This is an optimization exercise on Yosys and OpenROAD, whose aim is small area, a short achievable clock period and few clock cycles per item, not a production implementation. Only simulation tests tie the RTL to the original design; equivalence was not proved.

==> flow/design.v (excerpt) <==
module sparse_matrix_mult
(
  input  logic             clk,
  input  logic             rst_n,
  input  logic             in_valid_size,
  input  logic             in_size,
  input  logic             in_valid_a,
  input  logic [IDX_W-1:0] in_row_a,
  input  logic [IDX_W-1:0] in_col_a,
  input  logic [VAL_W-1:0] in_val_a,
  input  logic             in_valid_b,
  input  logic [IDX_W-1:0] in_row_b,
  input  logic [IDX_W-1:0] in_col_b,
  input  logic [VAL_W-1:0] in_val_b,
  output logic             out_valid,
  output logic [IDX_W-1:0] out_row,
  output logic [IDX_W-1:0] out_col,
  output logic [OUT_W-1:0] out_val
);
Size in the first run: about 3,000 cells after synthesis, ~350 flip-flops, ~54 I/O pins, about 26,000 um^2 of cells after synthesis.
clock: 60.0 ns
lec_check: 0
abc_area: 1
cap_margin: 20
core_margin: 2
core_utilization: 45
cts_cluster_diameter: 100
cts_cluster_size: 20
place_density: 0.6
slew_margin: 20
standard.sh (not shown) runs the stock make flow with config.mk's settings and CLKGATE_MAP_FILE= SYNTH_SCRIPT=/design/flow/synth_recipe.tcl, a recipe that flattens the netlist after the stock synthesis.
==> flow/flow/run.sh <==
#!/bin/bash
# The standard layout (standard.sh: the standard flow's synthesis and ORFS flow, unchanged
# scripts), with two optimisation knobs passed to ORFS's make:
#  - port buffers use buf_2 instead of the resizer's default pick (a slow
#    delay buffer), so input and output paths are not held back by them;
#  - repair_timing aims for 46.9 ns of setup slack on the 60 ns clock, so it
#    upsizes/buffers the few paths that are slower than the I/O paths anyway.
# The clock period and the SDC are the design's; nothing else changes.
set -euo pipefail
bash standard.sh SETUP_SLACK_MARGIN=46.9 'BUFFER_PORTS_ARGS=-buffer_cell sky130_fd_sc_hd__buf_2' finish > layout.log 2>&1
The starting point ran to the end with no violations.
Testbench counts at the start, summed over its fixed seeds: cycles 14,413, jobs 800.
Edit:
- CAP_MARGIN: 20 -> 0
- SLEW_MARGIN: 20 -> 0
After rerunning: Hold slack hardly moves. Register-to-register slack gets better by 0.03 ns. Non-clock buffer count came out higher by 2. Fmax stays flat. Clock skew came out lower by 0.0090 ns. Wire length stays flat.

sparse_matrix_mult again, from the RTL that the note above started with.
export LEC_CHECK = 0
export ABC_AREA = 1
export CAP_MARGIN = 20
export CORE_MARGIN = 2
export CORE_UTILIZATION = 45
export CTS_CLUSTER_DIAMETER = 100
export CTS_CLUSTER_SIZE = 20
export PLACE_DENSITY = 0.6
export SLEW_MARGIN = 20
create_clock -name core_clock -period 60.0 [get_ports {clk}]
==> flow/flow/run.sh <==
#!/bin/bash
# The standard layout (standard.sh: the standard flow's synthesis and ORFS flow, unchanged
# scripts), with two optimisation knobs passed to ORFS's make:
#  - port buffers use buf_2 instead of the resizer's default pick (a slow
#    delay buffer), so input and output paths are not held back by them;
#  - repair_timing aims for 46.5 ns of setup slack on the 60 ns clock, so it
#    upsizes/buffers the few paths that are slower than the I/O paths anyway.
# The clock period and the SDC are the design's; nothing else changes.
set -euo pipefail
bash standard.sh SETUP_SLACK_MARGIN=46.5 'BUFFER_PORTS_ARGS=-buffer_cell sky130_fd_sc_hd__buf_2' finish > layout.log 2>&1
Testbench counts at the start, summed over its fixed seeds: cycles 14,413, jobs 800.
Next try:
--- a/flow/flow/run.sh
+++ b/flow/flow/run.sh
@@ -5,3 +5,3 @@
 #    delay buffer), so input and output paths are not held back by them;
-#  - repair_timing aims for 46.5 ns of setup slack on the 60 ns clock, so it
+#  - repair_timing aims for 47.3 ns of setup slack on the 60 ns clock, so it
 #    upsizes/buffers the few paths that are slower than the I/O paths anyway.
@@ -9,2 +9,2 @@
 set -euo pipefail
-bash standard.sh SETUP_SLACK_MARGIN=46.5 'BUFFER_PORTS_ARGS=-buffer_cell sky130_fd_sc_hd__buf_2' finish > layout.log 2>&1
+bash standard.sh SETUP_SLACK_MARGIN=47.3 'BUFFER_PORTS_ARGS=-buffer_cell sky130_fd_sc_hd__buf_2' finish > layout.log 2>&1
Die area is unchanged.
Global-route usage grows by 0.62 points.
Final area grows by a few percent.
Final cell count grows slightly.
Worst hold slack gains 21 ps.
Setup slack gains 290 ps.
Synthesized area does not change.
Clock-buffer cell count grows by 1.

## port drivers added, routing unchanged
No port has a modelled driver above. Below, the same layouts with a new extraction and two added sets of constraints.
Step 1 (the two cells are an assumption about what drives the block):
set clk [get_ports {clk}]
set_driving_cell -lib_cell sky130_fd_sc_hd__clkbuf_16 $clk
set_driving_cell -lib_cell sky130_fd_sc_hd__buf_2 [delete_from_list [all_inputs] $clk]
Step 2 times the ports against the registers' clock, not the clock port: input delays grow and output delays shrink by t, the midpoint of the rising clock arrivals with the driver on.
a / b / c = no drivers / after step 1 / after step 2; a / b = the first two.
run	shift t [ns]	setup WS [ns]	worst data-port slew with drivers (ns)	cell pins on the clock port's net
the first run of note 1	0.644	46.907 / 46.844 / 46.388	0.03	1
the second run of note 1	0.635	46.923 / 46.860 / 46.366	0.03	1
the first run of note 2	0.635	46.617 / 46.664 / 46.029	0.07	1
the second run of note 2	0.644	46.908 / 46.847 / 46.553	0.06	1
After both steps setup and hold are still met in every run listed. For the first run of note 2, which loses most, drivers alone change the setup slack by +0.047 ns; drivers and shift together by -0.588 ns.
